This is an optimization exercise on Yosys and OpenROAD, whose aim is small area, a short achievable clock period and few clock cycles per item, not a production implementation.
No run shown here included a check of the RTL's function; only the layout flow was run.

## flow/design.v (module list and top-level ports; edited modules follow where they fit)
// module mandel_engine: 105 lines
// module mandel_dp: 1701 lines
// module mandel_fa: 10 lines
module mandel_engine #(
    parameter int BITS      = 16,
    parameter int ITER_BITS = 7
) (
    input  logic                   clk,
    input  logic                   rst_n,
    input  logic                   in_valid,
    output logic                   in_ready,
    input  logic signed [BITS-1:0] in_x,
    input  logic signed [BITS-1:0] in_y,
    input  logic                   julia_mode,
    input  logic signed [BITS-1:0] julia_cx,
    input  logic signed [BITS-1:0] julia_cy,
    input  logic [ITER_BITS-1:0]   max_iter,
    input  logic                   abort,
    output logic                   out_valid,
    input  logic                   out_ready,
    output logic [ITER_BITS-1:0]   out_iter,
    output logic                   out_escaped,
    output logic                   busy
);
  // ...
==> flow/flow/run.sh <==
#!/bin/bash
# The standard layout (standard.sh), with the port buffers made from
# sky130_fd_sc_hd__buf_1 cells instead of the default choice of a delay buffer.
set -euo pipefail
export BUFFER_PORTS_ARGS="-buffer_cell sky130_fd_sc_hd__buf_1"
bash standard.sh > standard.log 2>&1
==> flow/standard.sh <==
#!/bin/bash
# synth_recipe.tcl (not shown) runs the flow's synth.tcl, then flattens the netlist and writes it again
# the make line also repeats each setting of config.mk as NAME=value (left out here)
make -C /OpenROAD-flow-scripts/flow DESIGN_CONFIG=/design/flow/config.mk WORK_HOME=/design/flow/orfs CLKGATE_MAP_FILE= SYNTH_SCRIPT=/design/flow/synth_recipe.tcl "${@:-finish}"
==> flow/config.mk <==
export PLATFORM = sky130hd
export DESIGN_NAME = mandel_engine
export DESIGN_NICKNAME = mandel_engine
export VERILOG_FILES = /design/flow/design.v
export SDC_FILE = /design/flow/constraint.sdc
export NUM_CORES = 4
export LEC_CHECK = 0
export CAP_MARGIN = 20
export CORE_MARGIN = 2
export CORE_UTILIZATION = 40
export SLEW_MARGIN = 20
export SYNTH_HIERARCHICAL = 1
export SYNTH_MINIMUM_KEEP_SIZE = 0
==> flow/constraint.sdc <==
create_clock -name core_clock -period 14.0 [get_ports {clk}]
set_input_delay 2.8000 -clock core_clock [delete_from_list [all_inputs] [get_ports {clk}]]
set_output_delay 2.8000 -clock core_clock [all_outputs]
set_load 0.01 [all_outputs]
==> summary.json, run 1 <==
{
  "worstPathRequired_ns": 14.32,
  "status": "complete, no violations",
  "initial_utilization": 0.4060,
  "synth_compound_gate_area_share": 0.05041,
  "worstSetupEndpoint": "mesc_q$_SDFF_PP0_",
  "synth-edff-count": 72,
  "nMultiInputCombCells": 1411,
  "dr_wl_met3_um": 2534,
  "antenna_left": 0,
  "setup_crit_start": "zxn_q[14]$_DFF_P_",
  "worst_r2r_start": "zxn_q[14]$_DFF_P_",
  "rsz0062_at_grt": "false",
  "std_cell_rows": 78,
  "yosys.cell_types.count": 71,
  "synthToLayoutAreaGrowth_pct": 8.165,
  "post_synthesis_cell_type_with_the_largest_combined_area": "sky130_fd_sc_hd__fa_1",
  "slew_at_the_pin_closest_to_its_max_slew_limit_ns": 0.9866,
  "grt.total_usage": 0.2158,
  "vias": 12880,
  "layout.cells.most_common": "sky130_fd_sc_hd__fa_1",
  "path_class": "flip-flop to flip-flop",
  "placed_cells_incl_taps": 2334,
  "synth_warnings": 7,
  "coreArea_um2": 45480,
  "holdWs_ns": 0.5464,
  "post_cts_resize_count": 0,
  "final_cell_mix": "sky130_fd_sc_hd__fa_1, sky130_fd_sc_hd__nor2_1, sky130_fd_sc_hd__ha_1",
  "cts-hold-fix-buffers": 0,
  "post_synth_and_or_nand_nor_area_fraction": 0.1308,
  "synth_seq_cells": 117
}
==> run 2: changes to the inputs <==
--- a/flow/config.mk
+++ b/flow/config.mk
@@ -9,3 +9,5 @@
 export CORE_MARGIN = 2
-export CORE_UTILIZATION = 40
+export CORE_UTILIZATION = 65
+export CTS_BUF_LIST = sky130_fd_sc_hd__clkbuf_8
+export PLACE_DENSITY = 0.75
 export SLEW_MARGIN = 20
==> run 2 against run 1 <==
  * Largest cell class unchanged
  * Core utilization increased by 26 points
  * Hold slack improved by 0.019 ns
  * Area after synthesis unchanged
==> summary.json, run 2 <==
{
  "first_iter_violations": 1196,
  "std_cell_rows": {"value": 61, "change": "-22%"},
  "layout.cells.most_common": "sky130_fd_sc_hd__fa_1",
  "drv.max_cap_violation_count": 0,
  "grt.total_usage": {"value": 0.3251, "change": "+0.1093"},
  "post_cts_resize_count": {"value": 0, "change": "unchanged"},
  "n_fill_cell": 2061,
  "gp_routability_congestion": 0.9221,
  "grt-busiest-layer": "met2",
  "dp_hpwl_um": 33610,
  "worstPathRequired": {"value": 14.38, "unit": "ns", "change": "+0.06 ns"},
  "cts_inserted_buffers": 17,
  "routed_wl_um": 45780,
  "grt_overflow": 0,
  "report.final.hold_viol_count": 0,
  "rsz0062_at_grt": "false",
  "die_height_um": 172.6,
  "yosys-top-cells-count": "sky130_fd_sc_hd__fa_1, sky130_fd_sc_hd__nor2_1, sky130_fd_sc_hd__ha_1",
  "holdCritPathClass": "flip-flop to flip-flop",
  "met3_usage": 0.06816,
  "cts-hold-fix-buffers": {"value": 0, "change": "unchanged"},
  "number_of_cells_traversed_by_the_worst_hold_path": 1,
  "timing.final.crit_share": 0.4856,
  "most_frequently_used_cell_type_in_the_post_synthesis_netlist": "sky130_fd_sc_hd__fa_1",
  "remaining_drc_errors": 0,
  "yosys.cell_types.count": {"value": 71, "change": "unchanged"},
  "final.setup.tns_ns": 0,
  "postSynthAreaPerCell_um2": 10.77,
  "r2r_cells": 18,
  "pin_count": 88,
  "post-cts-setup-buffer-count": 0,
  "clock-root-buffer": "sky130_fd_sc_hd__clkbuf_8",
  "final-instance-count-excl-fill": 2144,
  "clock_tree_from_tritoncts": "yes",
  "synth-edff-count": {"value": 72, "change": "unchanged"},
  "syn_inst": 1715,
  "critical_path_peak_fanout": 26,
  "synth_sequential_area_ratio": 0.1659,
  "slew_at_the_pin_closest_to_its_max_slew_limit": {"value": 1.034, "unit": "ns", "change": "+0.04700 ns"},
  "area_share_of_the_largest_cell_type_after_synthesis": 0.4347,
  "diodes": 0,
  "synthFlopType": "sky130_fd_sc_hd__edfxtp_1",
  "synth_area_um2": 18470,
  "skew_ns": 0.02044,
  "grt_start_max_net_pins": 46,
  "synth-async-reset-ratio": 0,
  "vias": {"value": 13150, "change": "+2.1%"},
  "arrival_ns": 7.18,
  "crit_path_start_kind": "flip-flop",
  "synthToLayoutAreaGrowth_pct": 5.651,
  "cts-htree-levels": 4,
  "timing.hold.worst.start": "stop_q$_SDFFE_PP0P_",
  "antenna_left": {"value": 0, "change": "unchanged"},
  "detail_route.wl_per_cell_um": 21.35,
  "detailedRoute.firstPassIterationCount": 6,
  "clock_latency_at_the_later_pin_of_the_worst_skew_pair_ns": 0.48,
  "worst_r2r_start": "zyn_q[14]$_DFF_P_",
  "port_buffers": 87,
  "placed_cells_incl_taps": {"value": 2112, "change": "-9.5%"},
  "coreArea": {"value": 27860, "unit": "um2", "change": "-39%"},
  "final.min_clock_period_ns": 6.798,
  "avgViaCountPerCell": 6.131,
  "synth_warnings": {"value": 7, "change": "unchanged"},
  "grt_util_met1": 0.4368,
  "final_cell_mix": "sky130_fd_sc_hd__fa_1, sky130_fd_sc_hd__nor2_1, sky130_fd_sc_hd__ha_1",
  "global_route.usage.met2": 0.5269,
  "cts.sink_count": 117,
  "initial_utilization": {"value": 0.6629, "change": "+0.2568"},
  "synth_seq_cells": {"value": 117, "change": "unchanged"},
  "post_route_cells_drive_above_1_share": 0.07305,
  "die_width_um": 172.6,
  "path_clk_slew_ns": 0.09,
  "critPathCaptureType": "flip-flop",
  "max_clock_freq_mhz": 147.1,
  "nets": 2386,
  "finalSetupViolations": 0,
  "slew_violations": 0,
  "status": "complete, no violations",
  "max-slew-margin-rel": 0.3099,
  "setup_crit_start": "zyn_q[14]$_DFF_P_",
  "grt_pass1_vias": 14400,
  "path_class": "flip-flop to flip-flop",
  "die-area_um2": 29770,
  "grt_pass1_wl_um": 75240,
  "number_of_antenna_violations_at_the_first_check_in_global_routing": 0,
  "post_synthesis_cell_type_with_the_largest_combined_area": "sky130_fd_sc_hd__fa_1",
  "yosys-top-cells-area": "sky130_fd_sc_hd__fa_1, sky130_fd_sc_hd__edfxtp_1, sky130_fd_sc_hd__ha_1, sky130_fd_sc_hd__nor2_1, sky130_fd_sc_hd__dfxtp_1",
  "clk_path_buf_depth": 2
}
[run 2: kinds of logic (layout without fill, tap and decap cells)]
family                     after synthesis  count (layout)  share of synthesized area
AOI/OAI and AO/OA                      135             135                    0.05041
xor gates and xnor gates                69              69                    0.03273
adders and majority gates              556             556                     0.5397
buffers and inverters                  191             238                    0.04038
DFF                                    117             117                     0.1659
muxes                                   69              69                    0.03970
other                                    2               6                  0.0004067
and+or+nand+nor                        576             576                     0.1308
[run 2: critical path, cell delays in order, from the launching register on]
cell	delay [ns]
sky130_fd_sc_hd__dfxtp_1	0.55
sky130_fd_sc_hd__clkinv_1	0.73
sky130_fd_sc_hd__nand2_1	0.33
sky130_fd_sc_hd__fa_1	0.49
sky130_fd_sc_hd__fa_1	0.45
sky130_fd_sc_hd__fa_1	0.48
sky130_fd_sc_hd__ha_1	0.33
sky130_fd_sc_hd__fa_1	0.53
sky130_fd_sc_hd__fa_1	0.42
sky130_fd_sc_hd__ha_1	0.33
sky130_fd_sc_hd__a21o_1	0.17
sky130_fd_sc_hd__a21o_1	0.17
sky130_fd_sc_hd__a21o_1	0.17
sky130_fd_sc_hd__a21oi_1	0.13
sky130_fd_sc_hd__o21ai_1	0.16
sky130_fd_sc_hd__a2111oi_1	0.74
sky130_fd_sc_hd__or3_1	0.23
sky130_fd_sc_hd__nand4_1	0.11
sky130_fd_sc_hd__and2_1	0.16
[run 2: worst paths after layout]
| check | to | slack, ns |
|---|---|---|
| worst max-delay path | mesc_q$_SDFF_PP0_ | 7.20 |
| worst min-delay path | stop_q$_SDFFE_PP0P_ | 0.56 |
| worst max register to register | mesc_q$_SDFF_PP0_ | 7.20 |
| worst min register to register | stop_q$_SDFFE_PP0P_ | 0.56 |
[run 2: per-layer routing]
| layer | wire length [um] | up-vias |
|---|---|---|
| li1 | - | 5655 |
| met1 | 18060 | 6726 |
| met2 | 22350 | 651 |
| met3 | 3775 | 113 |
| met4 | 1604 | 0 |
| met5 | 0 | - |
[run 2: stage by stage]
stage	hold slack [ns]	worst slack [ns]	util	cell area (um2)
global placement	0.5256	7.231	0.6857	19100
detailed placement	0.5347	6.984	0.6857	19100
CTS	0.5672	6.966	0.7002	19510
floorplan	0.4442	8.090	-	18480
finish	0.5649	7.202	0.7003	19510
global route	0.5993	6.849	0.7003	19510
[run 2: Yosys stat by module, one instance, submodules excluded]
module,cells,times used,flops+latches
mandel_fa,1,399,0
mandel_engine,333,1,117
mandel_dp,983,1,0
[run 2: layout make-up]
cell class,count,area (um2),share of cell area
Inverter,88,330.3,0.01693
Clock buffer,17,234.0,0.01199
Clock inverter,15,168.9,0.008658
Tap cell,378,473.0,0.02424
Timing Repair Buffer,118,560.5,0.02873
Multi-Input combinational cell,1411,14680,0.7525
Sequential cell,117,3063,0.1570

[what the ideal ports hide]
No port has a modelled driver above. Below, the same layouts with a new extraction and two added sets of constraints.
Step 1 assumes that a clkbuf_16 drives the clock port and a buf_2 every other input.
Step 2 also shifts input and output timing later by t, the mid clock arrival at the registers, as if the neighbouring blocks saw the same clock.
Slacks: no drivers / after step 1 / after step 2; pairs: no drivers / after step 1.
| run | t, ns | slack for setup (ns) | slew at the worst register clock pin (ns) | cell pins on the clock port's net |
|---|---|---|---|---|
| run 1 | 0.483 | 7.135 / 7.135 / 7.135 | 0.07 / 0.07 | 1 |
| run 2 | 0.514 | 7.202 / 7.202 / 7.202 | 0.09 / 0.09 | 1 |
After both steps setup and hold are still met in every run listed.
